Context: an optimization exercise on an open-source flow, tuned for small area, a short achievable clock period and few clock cycles. The choices shown serve that exercise and are no tape-out recipe. The RTL was checked by simulation tests, not by an equivalence proof against the original design. Power figures rest on the tool's default switching activity, not on a simulated workload.

// matrix_reg_unit
module matrix_reg_unit
(
  input  logic                    clk,
  input  logic                    rstnn,
  input  logic                    i_cmd_valid,
  input  logic [2:0]              i_cmd_op,
  input  logic [1:0]              i_cmd_row,
  input  logic [1:0]              i_cmd_col,
  input  logic [15:0]             i_cmd_data,
  output logic                    o_cmd_credit,
  input  logic                    i_row_credit,
  output logic                    o_row_valid,
  output logic [1:0]              o_row_index,
  output logic [63:0]             o_row_data
);
  localparam logic [2:0] OP_INIT        = 3'd0;
  localparam logic [2:0] OP_WRITE       = 3'd1;
  localparam logic [2:0] OP_SHIFT_UP    = 3'd2;
  localparam logic [2:0] OP_SHIFT_DOWN  = 3'd3;
  localparam logic [2:0] OP_SHIFT_LEFT  = 3'd4;
  localparam logic [2:0] OP_SHIFT_RIGHT = 3'd5;
  localparam logic [2:0] OP_TRANSPOSE   = 3'd6;
  localparam logic [2:0] OP_READ        = 3'd7;
  function automatic logic [3:0] rotl(input logic [3:0] v);
    rotl = {v[2:0], v[3]};
  endfunction
  function automatic logic [3:0] rotr(input logic [3:0] v);
    rotr = {v[0], v[3:1]};
  endfunction
  function automatic logic [1:0] oh2bin(input logic [3:0] v);
    oh2bin = {v[3] | v[2], v[3] | v[1]};
  endfunction
  function automatic logic [3:0] blocked(input logic active, input logic credit,
                                         input logic credit2, input logic [3:0] left,
                                         input logic [3:0] cur);
    if (!(active && credit))
      blocked = left;
    else if (credit2)
      blocked = left & ~cur & ~rotl(cur);
  ...
Size: ~1400 cells after synthesis, ~530 flip-flops, roughly 95 I/O pins, about 22000 sq um of cells after synthesis.
export LEC_CHECK = 0
export CAP_MARGIN = 20
export CORE_MARGIN = 2
export CORE_UTILIZATION = 30
export CTS_BUF_LIST = sky130_fd_sc_hd__clkbuf_16
export CTS_CLUSTER_DIAMETER = 100
export CTS_CLUSTER_SIZE = 30
export SETUP_SLACK_MARGIN = 2.0
export SLEW_MARGIN = 20
create_clock -name core_clock -period 4.0 [get_ports {clk}]
run.sh (not shown) runs the stock make flow with config.mk's settings and CLKGATE_MAP_FILE= SYNTH_SCRIPT=/design/flow/synth_recipe.tcl, a recipe that flattens the netlist after the stock synthesis.
The first run passed the timing, DRC and antenna checks.
Testbench counts at the start, summed over its fixed seeds: cycles 4,600.
Then changed:
--- a/flow/design.v
+++ b/flow/design.v
@@ -33,14 +33,18 @@
   localparam logic [2:0] OP_READ        = 3'd7;
   function automatic logic [3:0] rotl(input logic [3:0] v);
     rotl = {v[2:0], v[3]};
   endfunction
   function automatic logic [3:0] rotr(input logic [3:0] v);
     rotr = {v[0], v[3:1]};
   endfunction
+  function automatic logic [19:0] sel_oh(input logic [9:0] v);
+    for (int j = 0; j < 5; j++)
+      sel_oh[j*4 +: 4] = 4'b0001 << v[j*2 +: 2];
+  endfunction
   function automatic logic [1:0] oh2bin(input logic [3:0] v);
     oh2bin = {v[3] | v[2], v[3] | v[1]};
   endfunction
   function automatic logic [3:0] blocked(input logic active, input logic credit,
                                          input logic credit2, input logic [3:0] left,
                                          input logic [3:0] cur);
     if (!(active && credit))
@@ -77,15 +81,15 @@
   logic [3:0]  r_left;      
   logic [3:0]  r_cur;       
   logic [2:0]  rc_cnt;      
   logic        has_credit;
   logic        has_credit2;  
   logic [3:0]  blk;         
   logic        busy;        
-  logic [11:0] sel;
+  logic [21:0] sel;
   logic [9:0]  s0;
   logic        wb_we;
   logic        wb_r0;       
   logic [3:0]  wb_bank;     
   logic [3:0]  wb_ent;      
   logic [15:0] wb_data;
   logic exec;
@@ -176,15 +180,15 @@
   logic       act_c;
   logic       last_c;
   logic       sh_dn;
   logic       sh_up;
   assign left_c = cap_cont ? (r_left & ~r_cur) : r_left;
   assign cur_c  = cap_cont ? rotl(r_cur) : r_cur;
   assign act_c  = cap_cont ? !rd_last : rd_active;
-  assign last_c = cap_cont ? (sel[11:10] == 2'd2) : rd_last;
+  assign last_c = cap_cont ? (sel[21:20] == 2'd2) : rd_last;
   assign sh_dn  = same_t ? h_up : h_lf;
   assign sh_up  = same_t ? h_dn : h_rt;
   logic       act_x, last_x, st_x;
   logic [3:0] left_x, cur_x;
   always_comb
   begin
     if (h_read)
@@ -222,32 +226,32 @@
   assign hc2_x  = cap_x ? s_gt2 : s_gt1;
   logic [3:0] blk_x, blk_n;
   logic       busy_x, busy_n;
   assign blk_x  = blocked(act_x, hc_x, hc2_x, left_x, cur_x);
   assign blk_n  = blocked(act_c, hc_n, hc2_n, left_c, cur_c);
   assign busy_x = act_x && !(hc_x && last_x);
   assign busy_n = act_c && !(hc_n && last_c);
-  logic [11:0] sel_inc;
-  logic [11:0] sel_go;      
-  logic [11:0] sel_x;
-  logic [11:0] sel_n;
+  logic [21:0] sel_inc;
+  logic [21:0] sel_go;      
+  logic [21:0] sel_x;
+  logic [21:0] sel_n;
   logic        going;       
   always_comb
   begin
     for (int j = 0; j < 4; j++)
-      sel_inc[j*2 +: 2] = r_t ? sel[j*2 +: 2] - 2'd1 : sel[j*2 +: 2] + 2'd1;
-    sel_inc[9:8]   = sel[9:8] + 2'd1;
-    sel_inc[11:10] = sel[11:10] + 2'd1;
+      sel_inc[j*4 +: 4] = r_t ? rotr(sel[j*4 +: 4]) : rotl(sel[j*4 +: 4]);
+    sel_inc[19:16] = rotl(sel[19:16]);
+    sel_inc[21:20] = sel[21:20] + 2'd1;
   end
   assign going  = act_c;
   assign sel_go = cap_cont ? sel_inc : sel;
-  assign sel_x  = h_read ? (cap_new_ok ? {2'd1, s1} : {2'd0, s0})
+  assign sel_x  = h_read ? (cap_new_ok ? {2'd1, sel_oh(s1)} : {2'd0, sel_oh(s0)})
                 : going  ? sel_go
-                :          {2'd0, s0_u};
-  assign sel_n  = going  ? sel_go : {2'd0, s0};
+                :          {2'd0, sel_oh(s0_u)};
+  assign sel_n  = going  ? sel_go : {2'd0, sel_oh(s0)};
   always_ff @(posedge clk or negedge rstnn)
   begin
     if (!rstnn)
     begin
       m_t         <= 1'b0;
       m_a         <= '0;
       m_b         <= '0;
@@ -258,15 +262,15 @@
       r_left      <= '0;
       r_cur       <= '0;
       rc_cnt      <= '0;
       has_credit  <= 1'b0;
       has_credit2 <= 1'b0;
       blk         <= '0;
       busy        <= 1'b0;
-      sel         <= '0;
+      sel         <= {2'd0, 20'h11111};
       s0          <= '0;
     end
     else
     begin
       if (exec)
       begin
         m_t         <= u_t;
@@ -377,28 +381,39 @@
             valid[j][i] <= 1'b1;
     end
   end
   logic [15:0] bank_out [0:3];
   always_comb
   begin
     for (int j = 0; j < 4; j++)
-      bank_out[j] = valid[j][sel[j*2 +: 2]] ? mem[j][sel[j*2 +: 2]] : {15'b0, fill};
+    begin
+      logic [3:0] hit;
+      hit = sel[j*4 +: 4] & valid[j];
+      bank_out[j] = {15'b0, fill && !(|hit)};
+      for (int i = 0; i < 4; i++)
+        bank_out[j] = bank_out[j] | ({16{hit[i]}} & mem[j][i]);
+    end
   end
   logic [63:0] row_nxt;
   always_comb
   begin
     for (int c = 0; c < 4; c++)
-      row_nxt[c*16 +: 16] = bank_out[2'(c) + sel[9:8]];
+    begin
+      row_nxt[c*16 +: 16] = '0;
+      for (int j = 0; j < 4; j++)
+        row_nxt[c*16 +: 16] = row_nxt[c*16 +: 16]
+                            | ({16{sel[16 + ((j - c + 4) % 4)]}} & bank_out[j]);
+    end
   end
   always_ff @(posedge clk or negedge rstnn)
   begin
     if (!rstnn)
       o_row_valid <= 1'b0;
     else
       o_row_valid <= cap;
   end
   always_ff @(posedge clk)
   begin
-    o_row_index <= sel[11:10];
+    o_row_index <= sel[21:20];
     o_row_data  <= row_nxt;
   end
 endmodule
The changed run finished clean.
Utilization decreases by 0.55 points.
Cell area increases slightly.
Clock skew decreases by 0.0064 ns.
Wire length increases slightly.
Global-route usage barely changes.
Clock power decreases by a few percent.
Synthesized cell count increases by about a fifth.
Total power increases slightly.
Worst hold slack improves by 0.078 ns.
Testbench counts after the change, summed over its fixed seeds: cycles 4,600.

## what the ideal ports hide
The flow's constraints put no driver on any port. The routed layouts listed below were extracted and timed again, unchanged, in two steps. Step 1 (the two cells are an assumption about what drives the block):
set clk [get_ports {clk}]
set_driving_cell -lib_cell sky130_fd_sc_hd__clkbuf_16 $clk
set_driving_cell -lib_cell sky130_fd_sc_hd__buf_2 [delete_from_list [all_inputs] $clk]
Step 2, shift: input delay + t, output delay - t, t = (earliest + latest rising clock arrival at the registers) / 2. This alone moves slack from input paths to output paths. a / b / c = ideal / step 1 / step 2; a / b = the first two.
run	shift t [ns]	slack for setup (ns)	worst slew at a driven data input, ns
the first run	0.638	1.849 / 1.849 / 1.672	0.06
the second run	0.617	1.927 / 1.927 / 1.724	0.07
After both steps every run listed still meets setup and hold. For the second run, which loses most, drivers alone change the setup slack by 0.000 ns; drivers and shift together by -0.203 ns.
